Source: an optimization exercise on an open RTL-to-GDS flow (aim: small area, a short achievable clock period and few clock cycles per item). Production flows keep margins and buffers that such runs may drop.
Only simulation tests tie the RTL to the original design; equivalence was not proved.

Setup of v6:
## cubic_bezier_point_generator
module cubic_bezier_point_generator
(
    input  logic clk,
    input  logic rst_n,
    input  logic in_valid,
    output logic in_ready,
    input  logic [127:0] in_data,
    output logic out_valid,
    input  logic out_ready,
    output logic [38:0]  out_data
);
export LEC_CHECK = 0
export ABC_CLOCK_PERIOD_IN_PS = 2500
export CAP_MARGIN = 20
export CORE_MARGIN = 2
export CORE_UTILIZATION = 40
export CTS_BUF_LIST = sky130_fd_sc_hd__clkbuf_16
export CTS_CLUSTER_DIAMETER = 100
export CTS_CLUSTER_SIZE = 25
export SETUP_SLACK_MARGIN = 5
export SLEW_MARGIN = 20
create_clock -name core_clock -period 8.0 [get_ports {clk}]
run.sh (not shown) runs the stock make flow with config.mk's settings and CLKGATE_MAP_FILE= SYNTH_SCRIPT=/design/flow/synth_recipe.tcl, a recipe that flattens the netlist after the stock synthesis.
Testbench counts of v6, summed over its fixed seeds: cycles 16,440, points 16,384.
Input changes introduced in v7 (baseline for comparison: v6):
diff --git a/flow/config.mk b/flow/config.mk
--- a/flow/config.mk
+++ b/flow/config.mk
@@ -7,6 +7,6 @@
 export LEC_CHECK = 0
-export ABC_CLOCK_PERIOD_IN_PS = 2500
+export ABC_CLOCK_PERIOD_IN_PS = 3000
 export CAP_MARGIN = 20
 export CORE_MARGIN = 2
-export CORE_UTILIZATION = 40
+export CORE_UTILIZATION = 60
 export CTS_BUF_LIST = sky130_fd_sc_hd__clkbuf_16
### Flow results
Changes observed in v7 relative to v6: fraction of area in multi-input gates has increased; setup slack has increased. Compared to v6, the routing of v7 uses less wire. v6 ended up with g_coord[0].d[0][8] as its destination of the critical timing path; v7 ended up with g_coord[1].d[1][8]. Where total vias in the final route is concerned, v6 is better than v7.

========
cubic_bezier_point_generator again, from the RTL that the note above started with.
Settings: LEC_CHECK=0, ABC_AREA=1, ABC_CLOCK_PERIOD_IN_PS=3000, CAP_MARGIN=20, CORE_MARGIN=2, CORE_UTILIZATION=60, CTS_BUF_LIST=sky130_fd_sc_hd__clkbuf_16, CTS_CLUSTER_DIAMETER=100, CTS_CLUSTER_SIZE=25, PLACE_DENSITY=0.72, SETUP_SLACK_MARGIN=5, SLEW_MARGIN=20; clock period 8.0 ns.
The baseline completed without violations.
Testbench counts at the start, summed over its fixed seeds: cycles 16,440, points 16,384.
==> next run, changes <==
--- a/flow/config.mk
+++ b/flow/config.mk
@@ -8 +7,0 @@
-export ABC_AREA = 1
@@ -12,5 +11 @@
-export CORE_UTILIZATION = 60
-export CTS_BUF_LIST = sky130_fd_sc_hd__clkbuf_16
-export CTS_CLUSTER_DIAMETER = 100
-export CTS_CLUSTER_SIZE = 25
-export PLACE_DENSITY = 0.72
+export CORE_UTILIZATION = 40
Result:
- setup slack is worse by 0.19 ns
- count of clock-buffer cells in the layout goes up by 85
- maximum frequency drops by 5.8%
- global-route usage goes down by 7.1 points
- die area grows by 42%
- final area increases by 2.6%
- non-clock buffer count rises by 92
- cell count falls by 6.0%
- worst hold slack is worse by 0.014 ns
- critical path depth goes up by 6

========
cubic_bezier_point_generator, a different RTL version from the one above (not shown whole).
For scale: roughly 4,900 cells after synthesis, about 170 I/O pins, ~54,000 um^2 of cells after synthesis.
// cubic_bezier_point_generator
module cubic_bezier_point_generator
(
    input  logic clk,
    input  logic rst_n,
    input  logic in_valid,
    output logic in_ready,
    input  logic [127:0] in_data,
    output logic out_valid,
    input  logic out_ready,
    output logic [38:0]  out_data
);
    function automatic logic [7:0] booth(input logic [4:0] i);
        logic [2:0] one, two;
        logic [1:0] neg;
        logic [2:0] g;
        for (int k = 0; k < 3; k++)
        begin
            g[2] = (k < 2) ? i[2*k+1] : 1'b0;
            g[1] = i[2*k];
            g[0] = (k > 0) ? i[2*k-1] : 1'b0;
            one[k] = g[1] ^ g[0];
            two[k] = (g == 3'b100) || (g == 3'b011);
            if (k < 2)
                neg[k] = g[2];
        end
        booth = {one, two, neg};
    endfunction
    logic       a_v, b_v, c_v, d_v, e_v, f_v, o_v, s_v, rdy;
    logic [4:0] a_i, b_i, c_i, d_i, e_i, f_i;
    logic [7:0] b_bc, e_bc;
    logic       fire, a_free, o_load, f_fire;
    assign fire     = !s_v;
    assign a_free   = !a_v || (a_i == 5'd31);
    assign in_ready = rdy;
    assign o_load   = !o_v || out_ready;
    assign f_fire   = fire && f_v;
    always_ff @(posedge clk or negedge rst_n)
    begin
        if (!rst_n)
        begin
            a_v <= 1'b0;
            b_v <= 1'b0;
            c_v <= 1'b0;
            d_v <= 1'b0;
            e_v <= 1'b0;
            f_v <= 1'b0;
            o_v <= 1'b0;
            s_v <= 1'b0;
            rdy <= 1'b1;
        end
        else
        begin
            if (fire)
            begin
                b_v <= a_v;
                c_v <= b_v;
                d_v <= c_v;
                e_v <= d_v;
                f_v <= e_v;
                if (a_free)
                    a_v <= in_valid;
            end
            if (o_load)
            begin
                o_v <= s_v || f_fire;
                s_v <= 1'b0;
            end
            else if (f_fire)
                s_v <= 1'b1;
            rdy <= (o_load || (fire && !f_v)) &&
                   (fire ? (a_free ? !in_valid : (a_i == 5'd30))
                         : a_free);
        end
    end
    always_ff @(posedge clk)
    begin
        if (fire)
        begin
            b_i  <= a_i;
            b_bc <= booth(a_i);
            c_i  <= b_i;
            d_i  <= c_i;
            e_i  <= d_i;
            e_bc <= booth(d_i);
  ...
Settings: LEC_CHECK=0, ABC_CLOCK_PERIOD_IN_PS=3000, CAP_MARGIN=20, CORE_MARGIN=2, CORE_UTILIZATION=40, CTS_BUF_LIST=sky130_fd_sc_hd__clkbuf_16, CTS_CLUSTER_DIAMETER=100, CTS_CLUSTER_SIZE=30, SETUP_SLACK_MARGIN=5, SLEW_MARGIN=20; clock period 8.0 ns.
Testbench counts at the start, summed over its fixed seeds: cycles 16,440, points 16,384.
Rerun with:
ABC_CLOCK_PERIOD_IN_PS = 2500   (was 3000)
CORE_UTILIZATION = 55   (was 40)
CTS_BUF_LIST = default   (was sky130_fd_sc_hd__clkbuf_16)
CTS_CLUSTER_DIAMETER = default   (was 100)
CTS_CLUSTER_SIZE = default   (was 30)
What happened: Sequential share of layout area drops by 0.68 points; global-route usage rose by 6.2 points; cell count shrinks by 5.8%; worst setup slack degrades by 0.034 ns; core utilization is higher by 19 points; die area is lower by 27%; wire length came out lower by 2.9%.

==> port drivers added, routing unchanged <==
The flow's constraints put no driver on any port. The routed layouts listed below were extracted and timed again, unchanged, in two steps. Step 1 sets driving cells, clkbuf_16 on the clock port and buf_2 on the other inputs (assumed; they add their load-dependent delay and slew). Step 2 moves the port delays by t, midway between the first and last clock arrival at a register: inputs arrive t later, outputs are due t later. That takes back most of the time a late clock gives input paths. Three values: no drivers, after step 1, after step 2; two values: the first two.
run	t (ns)	setup slack, ns	worst setup path at the end	clock arrival spread, ns	slew at the worst register clock pin (ns)
v6	0.702	4.793 / 4.795 / 4.093	input to register	0.032 / 0.032	0.11 / 0.11
v7	0.670	4.844 / 4.849 / 4.182	input to register	0.028 / 0.028	0.11 / 0.11
the first run of note 2	0.654	5.001 / 5.034 / 4.380	input to register	0.034 / 0.034	0.11 / 0.11
the second run of note 2	0.725	4.816 / 4.828 / 4.103	input to register	0.033 / 0.034	0.07 / 0.07
the first run of note 3	0.722	4.797 / 4.789 / 4.067	input to register	0.055 / 0.055	0.12 / 0.12
the second run of note 3	0.732	4.763 / 4.776 / 4.044	input to register	0.019 / 0.019	0.06 / 0.06
After both steps setup and hold are still met in every run listed. For the first run of note 3, which loses most, drivers alone change the setup slack by -0.008 ns; drivers and shift together by -0.730 ns.
